This is an optimization exercise on Yosys and OpenROAD, whose aim is small area and a short achievable clock period, not a production implementation.
In this exercise RTL edits were held to simulation tests only and were not proved equivalent to the original.
Power is estimated from default activity; no workload was simulated.

==> flow/design.v (excerpt) <==
module fft_test_core #(
  localparam int IW = 12,
  localparam int OW = 19,
  localparam int AW = 43
) (
  input  logic                 aclk,
  input  logic                 aresetn,
  input  logic [IW-1:0]        input_data_ch1,
  output logic signed [OW-1:0] fft_real,
  output logic signed [OW-1:0] fft_imag,
  output logic [AW-1:0]        amp,
  output logic                 fft_out_valid
);
Size: about 9500 cells after synthesis, roughly 97000 um^2 of cells after synthesis.
clock: 16.0 ns
lec_check: 0
abc_area: 1
cap_margin: 20
core_margin: 2
core_utilization: 55
slew_margin: 20
synth_hierarchical: 1
synth_minimum_keep_size: 0
standard.sh (not shown) runs the stock make flow with config.mk's settings and CLKGATE_MAP_FILE= SYNTH_SCRIPT=/design/flow/synth_recipe.tcl, a recipe that flattens the netlist after the stock synthesis.
==> flow/flow/run.sh <==
#!/bin/bash
# The standard ORFS layout, with repair_timing aiming for a larger setup slack
# (the clock and constraints stay the design's) and a clock tree without dummy loads.
# Make's full output goes to make.log.
set -euo pipefail
export CTS_ARGS="-sink_clustering_enable -repair_clock_nets -dont_use_dummy_load -sink_clustering_size 25 -sink_clustering_max_diameter 70"
bash standard.sh SETUP_SLACK_MARGIN=${MARGIN:-11.65} finish > make.log 2>&1
The first run completed without violations.
Then changed:
--- a/flow/flow/run.sh
+++ b/flow/flow/run.sh
@@ -5,3 +5,3 @@
 set -euo pipefail
 export CTS_ARGS="-sink_clustering_enable -repair_clock_nets -dont_use_dummy_load -sink_clustering_size 25 -sink_clustering_max_diameter 70"
-bash standard.sh SETUP_SLACK_MARGIN=${MARGIN:-11.65} finish > make.log 2>&1
+bash standard.sh SETUP_SLACK_MARGIN=${MARGIN:-11.5} finish > make.log 2>&1
The new run completed without violations.
Power barely changes.
Synthesized area stays the same.
Die area does not change.
Clock skew came out lower by 3.6 ps.
Then changed:
--- a/flow/config.mk
+++ b/flow/config.mk
@@ -6,5 +6,4 @@
 export NUM_CORES = 8
 export LEC_CHECK = 0
-export ABC_AREA = 1
 export CAP_MARGIN = 20
 export CORE_MARGIN = 2
Result: The new run completed with no timing, DRC or antenna violations. Power stays flat. Final cell count fell by a few percent. First-iteration DRC count goes down by about a fifth. Synthesized area came out higher slightly. Final area rose by a few percent. Via count shrinks by a few percent. Clock power hardly moves. Sequential share of layout area shrinks by 1.3 points.

* * *

Starting RTL as in the previous note.
export LEC_CHECK = 0
export ABC_AREA = 1
export CAP_MARGIN = 20
export CORE_MARGIN = 2
export CORE_UTILIZATION = 55
export SLEW_MARGIN = 20
export SYNTH_HIERARCHICAL = 1
export SYNTH_MINIMUM_KEEP_SIZE = 0
export TNS_END_PERCENT = 30
create_clock -name core_clock -period 16.0 [get_ports {aclk}]
==> flow/flow/run.sh <==
#!/bin/bash
# The standard ORFS layout, with repair_timing aiming for a larger setup slack
# (the clock and constraints stay the design's) and a clock tree without dummy loads.
# Make's full output goes to make.log.
set -euo pipefail
export CTS_ARGS="-sink_clustering_enable -repair_clock_nets -dont_use_dummy_load -sink_clustering_size 25 -sink_clustering_max_diameter 70"
bash standard.sh SETUP_SLACK_MARGIN=${MARGIN:-11.5} finish > make.log 2>&1
==> next run, changes <==
Settings changed: PLACE_DENSITY from default to 0.5, TNS_END_PERCENT 30 to default.
Effect: The changed run finished with timing, DRC and antenna clean; final area barely changes; global-route usage is about the same; power shrinks by about 0.37%; die area stays the same; via count barely changes.

* * *

Setup of job 1466:
fft_test_core again, from the RTL that the note above started with.
export LEC_CHECK = 0
export ABC_AREA = 1
export CAP_MARGIN = 20
export CORE_MARGIN = 2
export CORE_UTILIZATION = 55
export SLEW_MARGIN = 20
export SYNTH_HIERARCHICAL = 1
export SYNTH_MINIMUM_KEEP_SIZE = 0
export TNS_END_PERCENT = 10
create_clock -name core_clock -period 16.0 [get_ports {aclk}]
Scripts as last shown in full above: flow/flow/run.sh
Inputs modified between job 1466 and job 5759:
- ABC_AREA: 1 -> unset
- TNS_END_PERCENT: 10 -> unset
diff --git a/flow/flow/run.sh b/flow/flow/run.sh
--- a/flow/flow/run.sh
+++ b/flow/flow/run.sh
@@ -6 +6 @@
-export CTS_ARGS="-sink_clustering_enable -repair_clock_nets -dont_use_dummy_load -sink_clustering_size 25 -sink_clustering_max_diameter 70"
+export CTS_ARGS="-sink_clustering_enable -repair_clock_nets -dont_use_dummy_load -sink_clustering_size 20 -sink_clustering_max_diameter 60"
Job 5759 reached the final stage; the timing, DRC and antenna checks on its layout passed.
Job 1466 ran to completion and came out clean on the timing, DRC and antenna checks.
In the flow results for job 5759 and job 1466, the post-synthesis average cell area is smaller on job 1466.
In job 5759 relative to job 1466, netlist area before placement had gone up slightly.
Diff job 1466 -> job 5759: met3 capacity usage during global routing fell 0.99 points, share of the yosys chip area belonging to registers fell 1.0 points.
For share of the cycle needed by the critical path after routing, job 5759 and job 1466 come out practically identical.
[job 5759 vs job 1466] met2 wire length: lower in job 5759
Job 5759 and job 1466 ended up with roughly the same hold slack.
Count of inverters other than clock inverters in the layout delta for job 5759 relative to job 1466: 73% lower
The clock buffer count from CTS of job 5759 is higher than that of job 1466.
Net switching fraction of the power in job 5759 is 0.17 points below job 1466.
Headroom to the max-slew limit was lower in the run labelled job 1466.
Setup changes, job 5759 to job 5801
- putting ABC_AREA at 1 where nothing was set
==> flow/flow/run.sh <==
#!/bin/bash
# The standard ORFS layout, with repair_timing aiming for a larger setup slack
# (the clock and constraints stay the design's) and a clock tree without dummy loads.
# Make's full output goes to make.log.
set -euo pipefail
export CTS_ARGS="-sink_clustering_enable -repair_clock_nets -dont_use_dummy_load -sink_clustering_size 25 -sink_clustering_max_diameter 70"
bash standard.sh SETUP_SLACK_MARGIN=${MARGIN:-11.4} finish > make.log 2>&1
Looking at via count, job 5801 sits 725 above job 5759.
Run comparison: job 5801 highest-delay cell along the critical path dfrtp_1; job 5759 highest-delay cell along the critical path dfrtp_2
Lower die area was reported by job 5801, not job 5759.
Job 5801 — layout overhead on the synthesized area 2.7 points lower, job 5759 as reference
[compare] base=job 5759 new=job 5801: share of the core filled with cells moved down; multi-input logic portion of the cell area moved down; worst slack at placement moved up; number of clock buffer instances in the layout moved down; slew at the pin closest to its max-slew limit moved up.

* * *

== oak ==
fft_test_core again, from the RTL that the note above started with.
clock: 16.0 ns
lec_check: 0
cap_margin: 20
core_margin: 2
core_utilization: 55
slew_margin: 20
synth_hierarchical: 1
synth_minimum_keep_size: 0
==> flow/flow/run.sh <==
#!/bin/bash
# The standard ORFS layout, with repair_timing aiming for a larger setup slack
# (the clock and constraints stay the design's) and a clock tree without dummy loads.
# Make's full output goes to make.log.
set -euo pipefail
export CTS_ARGS="-sink_clustering_enable -repair_clock_nets -dont_use_dummy_load -sink_clustering_size 25 -sink_clustering_max_diameter 70"
bash standard.sh SETUP_SLACK_MARGIN=${MARGIN:-11.65} finish > make.log 2>&1
Here is what was changed in the inputs of pine compared with oak.
Settings: putting PLACE_DENSITY at 0.7 where nothing was set; putting ABC_AREA at 1 where nothing was set.
diff --git a/flow/flow/run.sh b/flow/flow/run.sh
--- a/flow/flow/run.sh
+++ b/flow/flow/run.sh
@@ -6,2 +6,2 @@
 export CTS_ARGS="-sink_clustering_enable -repair_clock_nets -dont_use_dummy_load -sink_clustering_size 25 -sink_clustering_max_diameter 70"
-bash standard.sh SETUP_SLACK_MARGIN=${MARGIN:-11.65} finish > make.log 2>&1
+bash standard.sh SETUP_SLACK_MARGIN=${MARGIN:-11.5} finish > make.log 2>&1
## What came out
- Die area for pine is lower than for oak.
- pine vs. oak: maximum number of pins on one net before global-route repair saw a decrease; final wirelength increased by 14 mm relative to the old numbers; final critical path time including I/O delays and setup did not really move.
- The cell area in pine sits about 4.5% below the value recorded for oak.
- First-pass GRT wire length went up by a few percent going from oak to pine.

[afterwards: timing with drivers on the ports]
No port has a modelled driver above. Below, the same layouts with a new extraction and two added sets of constraints. Step 1 (the two cells are an assumption about what drives the block):
set clk [get_ports {aclk}]
set_driving_cell -lib_cell sky130_fd_sc_hd__clkbuf_16 $clk
set_driving_cell -lib_cell sky130_fd_sc_hd__buf_2 [delete_from_list [all_inputs] $clk]
Step 2 adds t to the input delays and takes it off the output delays; t is the mean of the earliest and latest rising clock arrival at the registers after step 1. Input paths then give back, and output paths get back, about the clock's delay inside the block. a / b / c = ideal / step 1 / step 2; a / b = the first two.
| run | t, ns | slack for setup (ns) | worst register clock-pin slew, ns | cell pins on the clock port's net |
|---|---|---|---|---|
| the first run of note 1 | 0.892 | 11.423 / 11.332 / 11.378 | 0.10 / 0.10 | 1 |
| the second run of note 1 | 0.883 | 11.440 / 11.359 / 11.311 | 0.10 / 0.10 | 1 |
| the third run of note 1 | 0.883 | 11.410 / 11.322 / 11.527 | 0.10 / 0.10 | 1 |
| the first run of note 2 | 0.884 | 11.413 / 11.331 / 11.299 | 0.10 / 0.10 | 1 |
| the second run of note 2 | 0.892 | 11.408 / 11.317 / 11.397 | 0.10 / 0.10 | 1 |
| job 1466 | 0.881 | 11.412 / 11.331 / 11.322 | 0.10 / 0.10 | 1 |
| job 5759 | 0.883 | 11.408 / 11.314 / 11.519 | 0.08 / 0.08 | 1 |
| job 5801 | 0.880 | 11.452 / 11.358 / 11.309 | 0.10 / 0.10 | 1 |
| oak | 0.858 | 11.432 / 11.350 / 11.447 | 0.10 / 0.10 | 1 |
| pine | 0.894 | 11.431 / 11.343 / 11.450 | 0.10 / 0.10 | 1 |
After both steps every run listed still meets setup and hold. The setup slack of job 5801, which loses most, moves by -0.094 ns with the drivers and by -0.143 ns with both steps. Setup slack includes reset recovery checks.
